What follows belongs to an exercise in optimizing a design on an open flow for small area, a short achievable clock period and few clock cycles per item; a production flow would make more cautious choices.
In this exercise RTL edits were held to simulation tests only and were not proved equivalent to the original.
Power is estimated from default activity; no workload was simulated.

$ cat flow/config.mk
export PLATFORM = sky130hd
export DESIGN_NAME = execute_stage
export DESIGN_NICKNAME = execute_stage
export VERILOG_FILES = /design/flow/design.v
export SDC_FILE = /design/flow/constraint.sdc
export NUM_CORES = 4
export LEC_CHECK = 0
export CAP_MARGIN = 20
export CORE_MARGIN = 2
export CORE_UTILIZATION = 35
export SETUP_SLACK_MARGIN = 1.0
export SLEW_MARGIN = 20
$ cat flow/constraint.sdc
create_clock -name core_clock -period 10.0 [get_ports {clk}]
set_input_delay 2.0000 -clock core_clock [delete_from_list [all_inputs] [get_ports {clk}]]
set_output_delay 2.0000 -clock core_clock [all_outputs]
set_load 0.01 [all_outputs]
$ cat flow/design.v
package legv8_pkg;
  localparam int DATA_W_DEFAULT = 64;
  localparam logic [3:0] ALU_AND   = 4'b0000;
  localparam logic [3:0] ALU_ORR   = 4'b0001;
  localparam logic [3:0] ALU_ADD   = 4'b0010;
  localparam logic [3:0] ALU_SUB   = 4'b0110;
  localparam logic [3:0] ALU_PASSB = 4'b0111;
  localparam logic [3:0] ALU_EOR   = 4'b1010;
  localparam logic [3:0] ALU_NOR   = 4'b1100;
  localparam logic [3:0] ALU_LSL   = 4'b1000;
  localparam logic [3:0] ALU_LSR   = 4'b1001;
  localparam logic [3:0] ALU_MUL   = 4'b1111;
  localparam logic [1:0] FWD_RF    = 2'b00;
  localparam logic [1:0] FWD_WB    = 2'b01;
  localparam logic [1:0] FWD_EXMEM = 2'b10;
  typedef enum logic [1:0] {
    MUL_IDLE = 2'd0,
    MUL_BUSY = 2'd1,
    MUL_DONE = 2'd2
  } mul_state_t;
  typedef struct packed {
    logic       reg_write;
    logic       mem_read;
    logic       mem_write;
    logic       mem_to_reg;
    logic       branch;
    logic [4:0] rd;
  } ex_ctrl_t;
endpackage
import legv8_pkg::*;
module seq_multiplier
#(
  parameter int DATA_W   = legv8_pkg::DATA_W_DEFAULT,
  parameter int MUL_BITS = 1
) (
  input  logic              clk,
  input  logic              reset,
  input  logic              i_start,
  input  logic              i_abort,
  input  logic [DATA_W-1:0] i_op_a,
  input  logic [DATA_W-1:0] i_op_b,
  output logic              o_idle,
  output logic              o_busy,
  output logic              o_done,
  output logic [DATA_W-1:0] o_product
);
  localparam int N     = DATA_W / MUL_BITS;
  localparam int CNT_W = (N > 1) ? $clog2(N) : 1;
  legv8_pkg::mul_state_t        r_state;
  legv8_pkg::mul_state_t        w_state_next;
  logic [CNT_W-1:0]  r_cnt;
  logic [DATA_W-1:0] r_a;
  logic [DATA_W-1:0] r_b;
  logic [DATA_W-1:0] r_acc;
  logic [DATA_W-1:0] w_pp [MUL_BITS];
  logic [DATA_W-1:0] w_step_sum;
  logic              w_last;
  logic              w_accept;
  assign w_last   = (r_cnt == CNT_W'(N - 1));
  assign w_accept = (r_state == MUL_IDLE) && i_start && !i_abort;
  for (genvar gi = 0; gi < MUL_BITS; gi++) begin : g_pp
    assign w_pp[gi] = r_b[gi] ? (r_a << gi) : '0;
  end
  always_comb begin
    w_step_sum = r_acc;
    for (int k = 0; k < MUL_BITS; k++) begin
      w_step_sum = w_step_sum + w_pp[k];
    end
  end
  always_ff @(posedge clk) begin
    if (reset) begin
      r_state <= MUL_IDLE;
    end else begin
      r_state <= w_state_next;
    end
  end
  always_comb begin
    w_state_next = r_state;
    case (r_state)
      MUL_IDLE: if (w_accept) w_state_next = MUL_BUSY;
      MUL_BUSY: if (w_last) w_state_next = MUL_DONE;
      MUL_DONE: w_state_next = MUL_IDLE;
      default:  w_state_next = MUL_IDLE;
    endcase
    if (i_abort) begin
      w_state_next = MUL_IDLE;
    end
  end
  always_ff @(posedge clk) begin
    if (reset) begin
      r_cnt <= '0;
      r_a   <= '0;
      r_b   <= '0;
      r_acc <= '0;
    end else if (w_accept) begin
      r_cnt <= '0;
      r_a   <= i_op_a;
      r_b   <= i_op_b;
      r_acc <= '0;
    end else if (r_state == MUL_BUSY && !i_abort) begin
      r_acc <= w_step_sum;
      r_a   <= r_a << MUL_BITS;
      r_b   <= r_b >> MUL_BITS;
      r_cnt <= w_last ? '0 : r_cnt + CNT_W'(1);
    end else if (i_abort) begin
      r_cnt <= '0;
    end
  end
  assign o_idle    = (r_state == MUL_IDLE);
  assign o_busy    = (r_state == MUL_BUSY);
  assign o_done    = (r_state == MUL_DONE);
  assign o_product = r_acc;
endmodule
import legv8_pkg::*;
module execute_stage
#(
  parameter int DATA_W   = legv8_pkg::DATA_W_DEFAULT,
  parameter int MUL_BITS = 1
) (
  input  logic              clk,
  input  logic              reset,
  input  logic              ID_EX_Valid,
  input  logic              ID_EX_RegWrite,
  input  logic              ID_EX_MemRead,
  input  logic              ID_EX_MemWrite,
  input  logic              ID_EX_MemtoReg,
  input  logic              ID_EX_Branch,
  input  logic              ID_EX_ALUSrc,
  input  logic [3:0]        ID_EX_ALUOp,
  input  logic [4:0]        ID_EX_RegisterRd,
  input  logic [DATA_W-1:0] ID_EX_PC,
  input  logic [DATA_W-1:0] ID_EX_ReadData1,
  input  logic [DATA_W-1:0] ID_EX_ReadData2,
  input  logic [DATA_W-1:0] ID_EX_SignExtImm,
  input  logic [1:0]        ForwardA,
  input  logic [1:0]        ForwardB,
  input  logic [DATA_W-1:0] WB_WriteData,
  input  logic              flush,
  output logic              ex_stall,
  output logic              EX_MEM_Valid,
  output logic              EX_MEM_RegWrite,
  output logic              EX_MEM_MemRead,
  output logic              EX_MEM_MemWrite,
  output logic              EX_MEM_MemtoReg,
  output logic              EX_MEM_Branch,
  output logic              EX_MEM_Zero,
  output logic [4:0]        EX_MEM_RegisterRd,
  output logic [DATA_W-1:0] EX_MEM_ALUResult,
  output logic [DATA_W-1:0] EX_MEM_WriteData,
  output logic [DATA_W-1:0] EX_MEM_BranchTarget
);
  logic [DATA_W-1:0] w_op_a;
  logic [DATA_W-1:0] w_fwd_b;
  logic [DATA_W-1:0] w_op_b;
  logic [DATA_W-1:0] w_alu_result;
  logic [DATA_W-1:0] w_branch_target;
  logic [DATA_W-1:0] w_product;
  logic              w_mul_idle;
  logic              w_mul_busy;
  logic              w_mul_done;
  logic              w_mul_start;
  logic              w_bubble;
  legv8_pkg::ex_ctrl_t r_mul_ctrl;
  logic [DATA_W-1:0] r_mul_store;
  logic [DATA_W-1:0] r_mul_target;
  always_comb begin
    case (ForwardA)
      FWD_EXMEM: w_op_a = EX_MEM_ALUResult;
      FWD_WB:    w_op_a = WB_WriteData;
      default:   w_op_a = ID_EX_ReadData1;
    endcase
    case (ForwardB)
      FWD_EXMEM: w_fwd_b = EX_MEM_ALUResult;
      FWD_WB:    w_fwd_b = WB_WriteData;
      default:   w_fwd_b = ID_EX_ReadData2;
    endcase
  end
  assign w_op_b          = ID_EX_ALUSrc ? ID_EX_SignExtImm : w_fwd_b;
  assign w_branch_target = ID_EX_PC + (ID_EX_SignExtImm << 2);
  always_comb begin
    w_alu_result = '0;
    case (ID_EX_ALUOp)
      ALU_AND:   w_alu_result = w_op_a & w_op_b;
      ALU_ORR:   w_alu_result = w_op_a | w_op_b;
      ALU_ADD:   w_alu_result = w_op_a + w_op_b;
      ALU_SUB:   w_alu_result = w_op_a - w_op_b;
      ALU_PASSB: w_alu_result = w_op_b;
      ALU_EOR:   w_alu_result = w_op_a ^ w_op_b;
      ALU_NOR:   w_alu_result = ~(w_op_a | w_op_b);
      ALU_LSL:   w_alu_result = w_op_a << w_op_b[5:0];
      ALU_LSR:   w_alu_result = w_op_a >> w_op_b[5:0];
      default:   w_alu_result = '0;
    endcase
  end
  assign w_mul_start = ID_EX_Valid && (ID_EX_ALUOp == ALU_MUL) && !flush && w_mul_idle;
  assign ex_stall    = !reset && !flush && (w_mul_start || w_mul_busy);
  assign w_bubble    = flush || ex_stall || !(w_mul_done || ID_EX_Valid);
  seq_multiplier #(
    .DATA_W   (DATA_W),
    .MUL_BITS (MUL_BITS)
  ) u_mul (
    .clk       (clk),
    .reset     (reset),
    .i_start   (w_mul_start),
    .i_abort   (flush),
    .i_op_a    (w_op_a),
    .i_op_b    (w_op_b),
    .o_idle    (w_mul_idle),
    .o_busy    (w_mul_busy),
    .o_done    (w_mul_done),
    .o_product (w_product)
  );
  always_ff @(posedge clk) begin
    if (reset) begin
      r_mul_ctrl   <= '0;
      r_mul_store  <= '0;
      r_mul_target <= '0;
    end else if (w_mul_start) begin
      r_mul_ctrl   <= {ID_EX_RegWrite, ID_EX_MemRead, ID_EX_MemWrite,
                       ID_EX_MemtoReg, ID_EX_Branch, ID_EX_RegisterRd};
      r_mul_store  <= w_fwd_b;
      r_mul_target <= w_branch_target;
    end
  end
  always_ff @(posedge clk) begin
    if (reset) begin
      EX_MEM_Valid        <= 1'b0;
      EX_MEM_RegWrite     <= 1'b0;
      EX_MEM_MemRead      <= 1'b0;
      EX_MEM_MemWrite     <= 1'b0;
      EX_MEM_MemtoReg     <= 1'b0;
      EX_MEM_Branch       <= 1'b0;
      EX_MEM_Zero         <= 1'b0;
      EX_MEM_RegisterRd   <= '0;
      EX_MEM_ALUResult    <= '0;
      EX_MEM_WriteData    <= '0;
      EX_MEM_BranchTarget <= '0;
    end else if (w_bubble) begin
      EX_MEM_Valid        <= 1'b0;
      EX_MEM_RegWrite     <= 1'b0;
      EX_MEM_MemRead      <= 1'b0;
      EX_MEM_MemWrite     <= 1'b0;
      EX_MEM_MemtoReg     <= ID_EX_MemtoReg;
      EX_MEM_Branch       <= 1'b0;
      EX_MEM_Zero         <= (w_alu_result == '0);
      EX_MEM_RegisterRd   <= ID_EX_RegisterRd;
      EX_MEM_ALUResult    <= w_alu_result;
      EX_MEM_WriteData    <= w_fwd_b;
      EX_MEM_BranchTarget <= w_branch_target;
    end else if (w_mul_done) begin
      EX_MEM_Valid        <= 1'b1;
      EX_MEM_RegWrite     <= r_mul_ctrl.reg_write;
      EX_MEM_MemRead      <= r_mul_ctrl.mem_read;
      EX_MEM_MemWrite     <= r_mul_ctrl.mem_write;
      EX_MEM_MemtoReg     <= r_mul_ctrl.mem_to_reg;
      EX_MEM_Branch       <= r_mul_ctrl.branch;
      EX_MEM_Zero         <= (w_product == '0);
      EX_MEM_RegisterRd   <= r_mul_ctrl.rd;
      EX_MEM_ALUResult    <= w_product;
      EX_MEM_WriteData    <= r_mul_store;
      EX_MEM_BranchTarget <= r_mul_target;
    end else begin
      EX_MEM_Valid        <= 1'b1;
      EX_MEM_RegWrite     <= ID_EX_RegWrite;
      EX_MEM_MemRead      <= ID_EX_MemRead;
      EX_MEM_MemWrite     <= ID_EX_MemWrite;
      EX_MEM_MemtoReg     <= ID_EX_MemtoReg;
      EX_MEM_Branch       <= ID_EX_Branch;
      EX_MEM_Zero         <= (w_alu_result == '0);
      EX_MEM_RegisterRd   <= ID_EX_RegisterRd;
      EX_MEM_ALUResult    <= w_alu_result;
      EX_MEM_WriteData    <= w_fwd_b;
      EX_MEM_BranchTarget <= w_branch_target;
    end
  end
endmodule
$ cat flow/run.sh
#!/bin/bash
# synth_recipe.tcl (not shown) runs the flow's synth.tcl, then flattens the netlist and writes it again
# the make line also repeats each setting of config.mk as NAME=value (left out here)
make -C /OpenROAD-flow-scripts/flow DESIGN_CONFIG=/design/flow/config.mk WORK_HOME=/design/flow/orfs CLKGATE_MAP_FILE= SYNTH_SCRIPT=/design/flow/synth_recipe.tcl finish
==> out/qor.yml <==
floorplanning:
  ioPinCount: 548
  dieArea_sq_um: 136900
  start_util: 0.3521
  die-height_um: 370.0
  core_sq_um: 133100
  die_w_um: 370.0
  std_cell_rows: 134
setup_path:
  worstReg2RegEnd: "EX_MEM_Zero$_SDFF_PP0_"
  r2r_setup_slack_ps: 2830
  cp-start-kind: "primary input"
  r2r_cells: 22
  slowest_delay_ps: 780
  r2r-start: "EX_MEM_ALUResult[0]$_SDFF_PP0_"
  crit_path_frequent_cell: "buf_4"
  crit_path_max_fanout: 23
  arrival_ps: 9610
  crit_type: "in -> reg"
  required_ps: 10640
  endpoint_kind: "flip-flop"
  slowest_stage: "nor4_1"
synthesis:
  ys.flop_type: "dfxtp_1"
  ys_ff_latch: 542
  yosysTopAreaCellShare: 0.2315
  syn_area_per_cell_sq_um: 7.179
  synth_top_area_cell: "dfxtp_1"
  syn_nets: 7213
  synth.top_cells.by_area: "dfxtp_1 (23%), ha_1 (9.0%), nand2_1 (7.7%)"
  synthesis.area_sq_um: 46880
  async_flop_share: 0
  yosysWarnings: 3
  synth_edf_count: 0
  synth_commonest_cells: "nand2_1 (960), nor2_1 (814), a21oi_1 (627)"
  post-synth-top-count-cell: "nand2_1"
  yosysUniqueCellTypes: 90
  synth_cells: 6530
  seq_area_frac_synth: 0.2315
place:
  hpwlAfterDp_um: 266700
  dp.cells: 8981
  gp_routability_congestion: 1.115
  dp_slack_ps: -811.7
  dpl_cell_area_sq_um: 57740
  place.port_buffers: 547
finish:
  multiInputGateArea_sq_um: 34080
  layout.cells.non_filler: 9150
  stdcell_area_sq_um: 60920
  drive_gt1_frac: 0.1318
  fill_cells: 13690
  regArea_sq_um: 10850
  area_growth_pct: 29.96
  final_nets: 7984
worst_hold_path:
  hold_end: "EX_MEM_BranchTarget[13]$_SDFF_PP0_"
  hp-start: "r_mul_target[13]$_SDFFE_PP0P_"
  hold_path.class: "reg -> reg"
  min_path_cells: 2
sta:
  fin_tns_setup_ps: 0
  slew_violations: 0
  fmax_mhz: 111.5
  postLayoutSetupSlackWorst_ps: 1034
  slew_headroom: 0.1396
  tightest_slew_ps: 1291
  fin_worst_skew_ps: 48.71
  setup_viol: 0
  rsz0062_at_grt: "no"
  min_period_over_period: 0.8966
  hold_viol: 0
  fin_crit_ps: 8966
route:
  routed_wl_um: 336400
  drc_errors: 0
  vias: 59420
  via_per_inst: 6.494
  drt_first_iter_violations: 8255
  wire_per_inst_um: 36.76
  drt_pass1_iterations: 10
  ant_nets: 0
grt:
  antenna_found_initial: 47
  overflow: 0
  grt_pass1_wl_um: 450400
  grt_pass1_vias: 54750
  grt_max_degree: 185
  grt.total_usage: 0.4702
cts:
  holdBufCountCts: 0
  cts.htree.levels: 3
  clkLatencyLatePin_ps: 720
  cts_tree: "built"
  cts_buffer_depth: 3
  clkSlewWorstSetupHoldPaths_ps: 70
  cts.sinks: 542
  cts_buffers: 69
  root_buffer: "clkbuf_16"
power:
  p_leak_nw: 25.42
  peakVddDrop_mv: 0.1060
  p_per_area_nw_per_um2: 163.4
flow_run:
  cap_violations: 0
status:
  outcome: "no timing/DRC/antenna violations"
cell families (layout without fill, tap and decap cells):
kind of cell    count (synthesis)  count (layout)  share of synthesized area
simple gates                 2322            2322                     0.2123
compound gates               2177            2177                     0.3092
buf+inv                       674            1501                    0.05680
flops                         542             542                     0.2315
fa+ha+maj                     340             340                    0.09123
mux                           265             265                    0.05952
xor+xnor                      210             210                    0.03953
other cells                     0              25                          0
layout by cell type (no fill, tap or decap), types with 81 or more instances in the layout:
cell type	count
a221oi_1	114
ha_1	332
nor3_1	86
a21oi_1	621
o21ai_0	297
buf_4	618
dfxtp_1	542
clkdlybuf4s50_1	544
a22oi_1	102
a211oi_1	114
nor2_1	797
nand3_1	83
a221o_1	81
mux2i_1	216
a21o_1	136
xnor2_1	154
nand2_1	954
inv_1	172
flip-flops by register name, indices dropped and copies added, names as in the netlist, 5 cells and up:
register	flops
EX_MEM_WriteData	64
u_mul.r_b	64
u_mul.r_cnt	6
u_mul.r_acc	64
r_mul_store	64
r_mul_ctrl	10
EX_MEM_ALUResult	64
r_mul_target	64
u_mul.r_a	64
EX_MEM_BranchTarget	64
EX_MEM_RegisterRd	5
metal layers:
metal,vias to the layer above,share of wire,global-route usage,routed length (um)
li1,25370,-,-,-
met2,4203,0.41,0.6871,137300
met3,1080,0.13,0.1727,42140
met1,28730,0.38,0.5673,127800
met4,32,0.086,0.3326,28830
met5,-,0.00086,0.005594,290
how the worst max path moves through the flow:
stage / startpoint / endpoint / cells past startpoint
3_5_place_dp: ForwardB[0] / EX_MEM_Zero$_SDFF_PP0_ / 33
2_1_floorplan: ForwardB[0] / EX_MEM_Zero$_SDFF_PP0_ / 36
4_1_cts: ForwardB[1] / EX_MEM_Zero$_SDFF_PP0_ / 34
6_report: ForwardB[1] / EX_MEM_Zero$_SDFF_PP0_ / 29
5_1_grt: ForwardB[1] / EX_MEM_Zero$_SDFF_PP0_ / 40
3_3_place_gp: ForwardB[0] / EX_MEM_Zero$_SDFF_PP0_ / 34
worst max-delay path: cells and delay by family:
kind | cells | cell delay, ps
xor gates and xnor gates | 2 | 940
buffers and inverters | 10 | 1810
adders and majority gates | 2 | 670
AOI/OAI and AO/OA | 8 | 1760
and+or+nand+nor | 7 | 2410
per-stage QoR:
stage	total power [W]	utilization	hold slack, ps
2_1_floorplan	0.004414	-	432.1
3_3_place_gp	0.006895	0.4335	437.6
3_5_place_dp	0.006859	0.4337	440.5
4_1_cts	0.009690	0.4542	438.3
5_1_grt	0.01013	0.4572	459.8
6_report	0.009951	0.4576	441.2
power by group:
group          leakage (nW)  switching (W)  internal (W)
combinational          19.8        0.00309       0.00166
clock                  1.21        0.00115       0.00166
sequential             4.42       0.000109       0.00227
total                  25.4        0.00435       0.00560
cell type report:
cell class,count,share of cell area
Antenna cell,25,0.001027
Clock buffer,97,0.03190
Clock inverter,30,0.008955
Inverter,182,0.01128
Multi-Input combinational cell,5314,0.5594
Sequential cell,542,0.1781
Tap cell,1768,0.03631
Timing Repair Buffer,1192,0.1730
what timing repair did:
item	4_1_cts	5_1_grt
gates resized for setup	54	73
endpoints found under the setup margin	6	5
hold endpoints to repair	0	0
buffers inserted	4	10
pin swaps	9	22
Testbench counts, summed over its fixed seeds: cycles 49,455, instrs 4,800.

re-timing with driven ports:
The flow's constraints put no driver on any port. The routed layout listed below was extracted and timed again, unchanged, in two steps. Step 1, drivers: a clkbuf_16 drives clk and a buf_2 each remaining input, both assumed. Step 2 times the ports against the registers' clock, not the clock port: input delays grow and output delays shrink by t, the midpoint of the rising clock arrivals with the driver on. a / b / c = ideal / step 1 / step 2; a / b = the first two.
t, ns: 0.786
setup WS [ns]: 1.034 / 1.102 / 0.315
cell pins on the clock port's net: 1
After both steps this run still meets setup and hold. For this run, drivers alone change the setup slack by +0.068 ns; drivers and shift together by -0.719 ns.
